Context: an optimization exercise on an open-source flow, tuned for small area, a short achievable clock period and few clock cycles per item. The choices shown serve that exercise and are no tape-out recipe.
Where RTL was checked, it was by simulation tests only, not by an equivalence proof against the original.
Function not checked in run 2: the RTL went through the layout flow alone.

## flow/design.v (module list and top-level ports; edited modules follow where they fit)
// module rms_sound_level_meter: 1585 lines
module rms_sound_level_meter #(
   parameter int MAX_BLOCK = 1024
) (
   input  logic                 clock,
   input  logic                 reset,
   input  logic                 req_valid,
   output logic                 req_stall,
   input  logic signed [31:0]   audio_word,
   input  logic                 block_end,
   output logic                 rsp_valid,
   input  logic                 rsp_stall,
   output logic signed [15:0]   level_db,
   output logic                 report_out,
   output logic                 silent,
   input  logic                 csr_we,
   input  logic [1:0]           csr_index,
   input  logic [14:0]          csr_wdata
);
  // ...
==> flow/flow/run.sh <==
#!/bin/bash
# The standard layout (standard.sh: ORFS synthesis with the standard flow's script,
# then floorplan to finish) with these changes to how it is optimized:
#  - Yosys's synth skips its early ABC pass (SYNTH_ARGS=-noabc), so the
#    full adders written in the RTL are extracted as they are, without
#    inverters between them; registers are the same as in the standard
#    synthesis;
#  - ORFS's repair_timing keeps a larger setup margin (flow/margin.txt), so
#    it sizes and buffers the critical paths;
#  - the port buffers are a plain buffer cell instead of the delay cell the
#    resizer picks by default.
# All output goes to make_finish.log here; ORFS's own logs are in orfs/logs.
set -euo pipefail
MARGIN=$(cat flow/margin.txt)
bash standard.sh SYNTH_ARGS=-noabc SETUP_SLACK_MARGIN=$MARGIN \
  "BUFFER_PORTS_ARGS=-buffer_cell sky130_fd_sc_hd__buf_4" finish > make_finish.log 2>&1
==> flow/flow/margin.txt <==
9.0
==> flow/standard.sh <==
#!/bin/bash
# synth_recipe.tcl (not shown) runs the flow's synth.tcl, then flattens the netlist and writes it again
# the make line also repeats each setting of config.mk as NAME=value (left out here)
make -C /OpenROAD-flow-scripts/flow DESIGN_CONFIG=/design/flow/config.mk WORK_HOME=/design/flow/orfs CLKGATE_MAP_FILE= SYNTH_SCRIPT=/design/flow/synth_recipe.tcl "${@:-finish}"
==> flow/config.mk <==
export PLATFORM = sky130hd
export DESIGN_NAME = rms_sound_level_meter
export DESIGN_NICKNAME = rms_sound_level_meter
export VERILOG_FILES = /design/flow/design.v
export SDC_FILE = /design/flow/constraint.sdc
export NUM_CORES = 4
export LEC_CHECK = 0
export CAP_MARGIN = 20
export CORE_MARGIN = 2
export CORE_UTILIZATION = 40
export CTS_CLUSTER_DIAMETER = 100
export CTS_CLUSTER_SIZE = 25
export SLEW_MARGIN = 20
==> flow/constraint.sdc <==
create_clock -name core_clock -period 13.0 [get_ports {clock}]
set_input_delay 2.6000 -clock core_clock [delete_from_list [all_inputs] [get_ports {clock}]]
set_output_delay 2.6000 -clock core_clock [all_outputs]
set_load 0.01 [all_outputs]
==> flow_summary.json, run 1 <==
{
  "hold-path-endpoint": "e_t_q",
  "status": "finished clean",
  "cts_hold_buf": 0,
  "start_util_pct": 40.21,
  "largest_class": "multi-input combinational cells",
  "synthXorXnorAreaFrac_pct": 3.242,
  "crit_end": "level_db[5]",
  "vias": 31880,
  "nNonClkInverters": 154,
  "hold_viol": 0,
  "final_common_cell": "and2_1",
  "antenna_left": 0,
  "clock_latency_ns": 0.69,
  "clock_buffers": 37,
  "top_usage_layer": "met2",
  "seq_area_mm2": 0.01052,
  "max_stage_delay_ns": 0.54,
  "max_freq_mhz": 249.5,
  "ff2ff_setup_slack_ns": 9.09,
  "htreeDepth": 1,
  "nNonClkBuffers": 199,
  "crit_cells": 1,
  "mostFrequentLayoutCells": "and2_1 (752), fa_1 (661), dfxtp_1 (366)",
  "final.period_utilization_pct": 30.83,
  "buf_share_pct": 3.642,
  "ys_top_cells_by_count": "and2_1 (753), fa_1 (664), dfxtp_1 (376)",
  "ys_top_cells_by_area": "fa_1 (29%), dfxtp_1 (17%), and2_1 (10%), ha_1 (7.8%), edfxtp_1 (6.6%)",
  "crit_path_start": "level_q[5]",
  "yosysWarningCount": 1,
  "first_iter_violations": 2315
}
Testbench counts, summed over its fixed seeds: cycles 19,485, samples 19,106.
==> run 2, diff against run 1 <==
--- a/flow/design.v
+++ b/flow/design.v
@@ -1441,23 +1441,21 @@
    logic        fbit;
    logic [29:0] m_next;
    always_comb begin
       usum   = u1_q + u2_q + {45'd0, uc_q};
       q      = usum[45:14];               
       fbit   = q[31];
       m_next = fbit ? q[30:1] : q[29:0];
    end
-   logic        op_add, op_sub;
+   logic        op_add_q, op_sub_q;      
    logic [41:0] h_base, h_op;
    always_comb begin
-      op_add = h_e_q ? (ln_q[5] & ~ls_q[5]) : (h_s_q & br_q);
-      op_sub = h_e_q ? (ls_q[5] & ~ln_q[5]) : (h_n_q & br_q);
       h_base = h_first_q ? 42'd0 : (h_dbl_q ? {p_q[40:0], 1'b0} : p_q);
-      h_op   = op_add ? KDB : (op_sub ? KDB_NEG : 42'd0);
+      h_op   = op_add_q ? KDB : (op_sub_q ? KDB_NEG : 42'd0);
    end
    logic [18:0]        lv;
    logic signed [15:0] level_new;
    logic               f1_fire;
    assign f1_fire = (b_q == 6'd1) & ~rsp_valid_q;
    always_comb begin
       lv = {p_q[41], p_q[41:24]} + {4'd0, ofs_q} + {18'd0, p_q[23]};
       if (sil_c_q)
@@ -1484,16 +1482,32 @@
       else if (b_q >= 6'd2)
          b_next = b_q - 6'd1;
       else if (f1_fire)
          b_next = 6'd0;
       else
          b_next = b_q;
       cap_next = pend_next & (b_next == 6'd0);
    end
+   logic h_e_next, h_s_next, h_n_next, ls5_next, ln5_next;
+   always_comb begin
+      h_e_next = (b_next >= B_LAST_E);
+      h_s_next = (b_next < B_LAST_E) & (b_next >= B_LAST_STEP) & b_next[0];
+      h_n_next = (b_next < B_LAST_E) & (b_next >= B_LAST_STEP) & ~b_next[0];
+      if (capture) begin
+         ls5_next = lzs[5];
+         ln5_next = 1'b0;
+      end else if (h_e_q) begin
+         ls5_next = ls_q[4];
+         ln5_next = ln_q[4];
+      end else begin
+         ls5_next = ls_q[5];
+         ln5_next = ln_q[5];
+      end
+   end
    logic in_end, int_p, int_one, int_two, le_soon, st_a, st_b, st_d;
    always_comb begin
       int_p   = pend_q & ~capture;
       int_two = (e_s_q & e_t_q) | (e_s_q & int_p) | (e_t_q & int_p);
       int_one = e_s_q | e_t_q | int_p;
       le_soon = ~capture & (b_q <= 6'd3) & ~rsp_valid_q;
       st_a    = int_one | ~le_soon;               
       st_b    = int_two | (int_one & ~le_soon);   
@@ -1524,19 +1538,21 @@
       p_q <= h_base + h_op;       
       if (f1_fire) begin
          level_q  <= level_new;
          silent_q <= sil_c_q;
       end
       if (f1_q)
          report_q <= report;
       h_first_q <= (b_next == B_START);
-      h_e_q     <= (b_next >= B_LAST_E);
-      h_s_q     <= (b_next < B_LAST_E) & (b_next >= B_LAST_STEP) & b_next[0];
-      h_n_q     <= (b_next < B_LAST_E) & (b_next >= B_LAST_STEP) & ~b_next[0];
+      h_e_q     <= h_e_next;
+      h_s_q     <= h_s_next;
+      h_n_q     <= h_n_next;
+      op_add_q  <= h_e_next ? (ln5_next & ~ls5_next) : (h_s_next & fbit);
+      op_sub_q  <= h_e_next ? (ls5_next & ~ln5_next) : (h_n_next & fbit);
       h_dbl_q   <= (b_next >= B_LAST_E) | ((b_next >= B_LAST_STEP) & b_next[0]);
       ld_f_q    <= (b_next == B_START);
       ld_n_q    <= (b_next == B_LOAD_N);
       ld_r_q    <= (b_next < B_LOAD_N);
       r1_q      <= reset;
       zero_q    <= reset | r1_q | cap_next;
       if (reset) begin
          st_q        <= 1'b0;
@@ -1570,19 +1586,19 @@
          last_q <= 16'sd0;
       end else begin
          cnt_q <= (capture ? 11'd0 : cnt_q) + {10'd0, tk_t_q};
          if (f1_q & report) begin
             last_q <= level_q;
             have_q <= 1'b1;
          end
       end
-      if (csr_we && !reset && csr_index == 2'd0) thr_q <= csr_wdata;
-      else if (r1_q)                            thr_q <= THRESHOLD_RESET;
-      if (csr_we && !reset && csr_index == 2'd1) ofs_q <= csr_wdata;
-      else if (r1_q)                            ofs_q <= OFFSET_RESET;
+      if (csr_we && csr_index == 2'd0) thr_q <= csr_wdata;
+      else if (r1_q)                  thr_q <= THRESHOLD_RESET;
+      if (csr_we && csr_index == 2'd1) ofs_q <= csr_wdata;
+      else if (r1_q)                  ofs_q <= OFFSET_RESET;
    end
    assign rsp_valid  = rsp_valid_q;
    assign level_db   = level_q;
    assign report_out = report_q;
    assign silent     = silent_q;
 endmodule
 `default_nettype wire
==> run 2 against run 1 <==
Via count about the same. Sequential cell count is 1 lower. Critical path type is now reg -> reg. Still clean. First-iteration DRC count is 15% lower.
==> flow_summary.json, run 2 <==
{
  "status": "finished clean",
  "drcViolationCount": 0,
  "antenna_found_initial": 0,
  "wl_per_cell_um": 19.17,
  "yosysTopAreaCell": "fa_1",
  "maxCapViolCount": 0,
  "syn_to_final_growth_pct": 10.15,
  "dp_hpwl_um": 79940,
  "grt_max_degree": 70,
  "first_iter_violations": 1960,
  "synth-edff-count": 99,
  "critPathTopFamily": "compound AO/OA/AOI/OAI gates",
  "core_area_mm2": 0.1123,
  "synthesis.nets": 5435,
  "ys_top_cells_by_count": "and2_1 (750), fa_1 (664), dfxtp_1 (375)",
  "ys_top_cells_by_area": "fa_1 (29%), dfxtp_1 (17%), and2_1 (10%), ha_1 (7.8%), edfxtp_1 (6.6%)",
  "max_stage_delay_ns": 0.44,
  "setup_tns_ns": 0,
  "hold_viol": 0,
  "cts_buffers": 28,
  "fin_nets": 5411,
  "grt_pass1_wl_um": 185000,
  "place_congestion": 0.8849,
  "cts_tree": "built",
  "clk_path_buf_depth": 3,
  "die_w_um": 340.2,
  "crit_buf_inv": 3,
  "min-delay-start": "e_s_q",
  "fp.dieH_um": 340.2,
  "synth_cells": 4434,
  "detail_route.vias_per_cell": 5.381,
  "grt.total_usage_pct": 19.82,
  "drive_gt1_share_pct": 9.551,
  "antenna_left": 0,
  "grt_pass1_vias": 33370,
  "r2r-start": "zero_q",
  "final_common_cell": "and2_1",
  "placed_area_mm2": 0.04709,
  "io_pins": 75,
  "cts_root_buffer": "clkbuf_16",
  "fin_area_mm2": 0.04979,
  "period_needed_ns": 4.264,
  "largest_register": "acc_q",
  "async_flop_share_pct": 0,
  "n_antenna_cell": 0,
  "critPathMaxFanout": 7,
  "multi_input_area_mm2": 0.03408,
  "max_freq_mhz": 234.5,
  "yosysWarningCount": 1,
  "overflow": 0,
  "final.period_utilization_pct": 32.80,
  "min_path_cells": 2,
  "setup_viol": 0,
  "crit_path_frequent_cell": "buf_12",
  "clk_pin_slew_worst_paths_ns": 0.10,
  "ys_ff_latch": 474,
  "criticalPathCategory": "reg -> reg",
  "cts_hold_buf": 0,
  "ff2ff_setup_slack_ns": 8.74,
  "clock_skew_ns": 0.06224,
  "holdWs_ns": 0.4443,
  "dieArea_mm2": 0.1157,
  "slew_violations": 0,
  "utilization_pct": 44.32,
  "vias": 31900,
  "crit_path_top_delay_cell": "fa_1",
  "synthMostInstantiatedCell": "and2_1",
  "synth_area_mm2": 0.04520,
  "start_util_pct": 40.23,
  "synthFlopType": "dfxtp_1",
  "reg_top3": "acc_q (57), t1_q (46), u1_q (45)",
  "clock-sinks": 474,
  "worstPathArrival_ns": 4.84,
  "synth.distinct_cells": 91,
  "critPathRequiredTime_ns": 13.58,
  "crit_path_start_kind": "register",
  "dr.pass1.iters": 5,
  "grt_setup_unrepaired": "yes",
  "fillers": 10790,
  "hold_path.class": "reg -> reg",
  "synth.yosys.seq_area_share_pct": 23.19,
  "r2r_cells": 17,
  "largest_reg_flops": 57,
  "mostFrequentLayoutCells": "and2_1 (750), fa_1 (649), dfxtp_1 (358)",
  "critPathCaptureType": "register",
  "clock_latency_ns": 0.69,
  "timing.rr.end": "acc_q[53]",
  "port_buffers": 66,
  "wl_um": 113600,
  "slew_headroom_pct": 24.76,
  "rows": 123,
  "crit_chain": "buf_12 -> buf_12 -> nor2b_1 -> fa_1 -> ha_1 -> a21o_1 -> a211oi_1 -> nor2_1 -> a211oi_2 -> o41ai_4 -> buf_4 -> o311ai_4 -> o2111ai_4 -> a2111oi_4 -> o31a_2 -> nor3b_2 -> mux2_1",
  "seq_area_mm2": 0.01051,
  "worst_pin_slew_ns": 1.127,
  "htreeDepth": 1,
  "syn_area_per_cell_um2": 10.19,
  "hold-path-endpoint": "e_t_q",
  "yosysTopAreaCellShare_pct": 29.41
}
-- run 2: what timing repair did --
| item | in CTS | in global routing |
|---|---|---|
| endpoints found under the hold margin | 0 | 0 |
| setup endpoints to repair | 109 | 83 |
| resized for setup | 99 | 120 |
| buffers inserted | 50 | 18 |
| pin swaps | 45 | 53 |
| cloned | 7 | 0 |
-- run 2: worst max-delay path by stage --
stage                      start   endpoint  slack, ns  depth (start not counted)
final                     zero_q  acc_q[53]       8.74                         17
after global routing      zero_q  acc_q[53]       8.59                         17
after global placement    zero_q  acc_q[48]       8.10                         15
after CTS                 zero_q  acc_q[53]       8.69                         17
after floorplan           ld_f_q    p_q[39]       8.90                         15
after detailed placement  zero_q  acc_q[48]       8.06                         15
-- run 2: cell families after synthesis --
family / Yosys count / synth area share (%)
compound gates: 737 / 10.60
simple gates: 1569 / 18.97
buf+inv: 394 / 3.311
flops: 474 / 23.19
xor+xnor: 147 / 2.848
mux: 167 / 3.873
fa+ha+maj: 946 / 37.21
-- run 2: layout make-up --
class                           instances  share of cell area, %
Timing Repair Buffer                  190                  3.641
Sequential cell                       474                  21.11
Inverter                              147                  1.108
Clock buffer                           33                  1.448
Multi-Input combinational cell       3569                  68.45
Clock inverter                         16                 0.4775
Tap cell                             1500                  3.770
-- run 2: tightest hold or removal path: cells and delay by family (launching register included) --
family	cells	cell delay, ns
DFF	1	0.31
buffers and inverters	1	0.06
and+or+nand+nor	1	0.04
-- run 2: per-stage QoR --
step / worst slack, ns / instances
after floorplan: 8.898 / 4434
after global placement: 8.101 / 5805
after detailed placement: 8.061 / 5805
after CTS: 8.686 / 5911
after global routing: 8.585 / 5929
final: 8.736 / 5929
-- run 2: layer usage --
layer | vias up | global-route usage [%] | wire length (um)
met5 | - | 0 | 0
met4 | 0 | 4.616 | 2644
met3 | 158 | 2.413 | 5098
met2 | 674 | 32.65 | 53600
met1 | 16180 | 27.89 | 52300
li1 | 14890 | - | -

==> re-timing with driven ports <==
Ports are ideal in the flow. The routed layouts listed here were re-timed in OpenROAD. Step 1, drivers: a clkbuf_16 drives clock and a buf_2 each remaining input, both assumed. Step 2 adds t to the input delays and takes it off the output delays; t is the mean of the earliest and latest rising clock arrival at the registers after step 1. Input paths then give back, and output paths get back, about the clock's delay inside the block. Slacks: ideal / step 1 / step 2; pairs: ideal / step 1.
run	t, ns	setup WS [ns]	worst setup path after step 2	clock arrival spread, ns
run 1	0.710	8.992 / 8.933 / 8.911	input to register	0.078 / 0.078
run 2	0.724	8.736 / 8.736 / 8.635	input to register	0.063 / 0.062
After both steps every run listed still meets setup and hold. For run 2, which loses most, drivers alone change the setup slack by 0.000 ns; drivers and shift together by -0.101 ns.
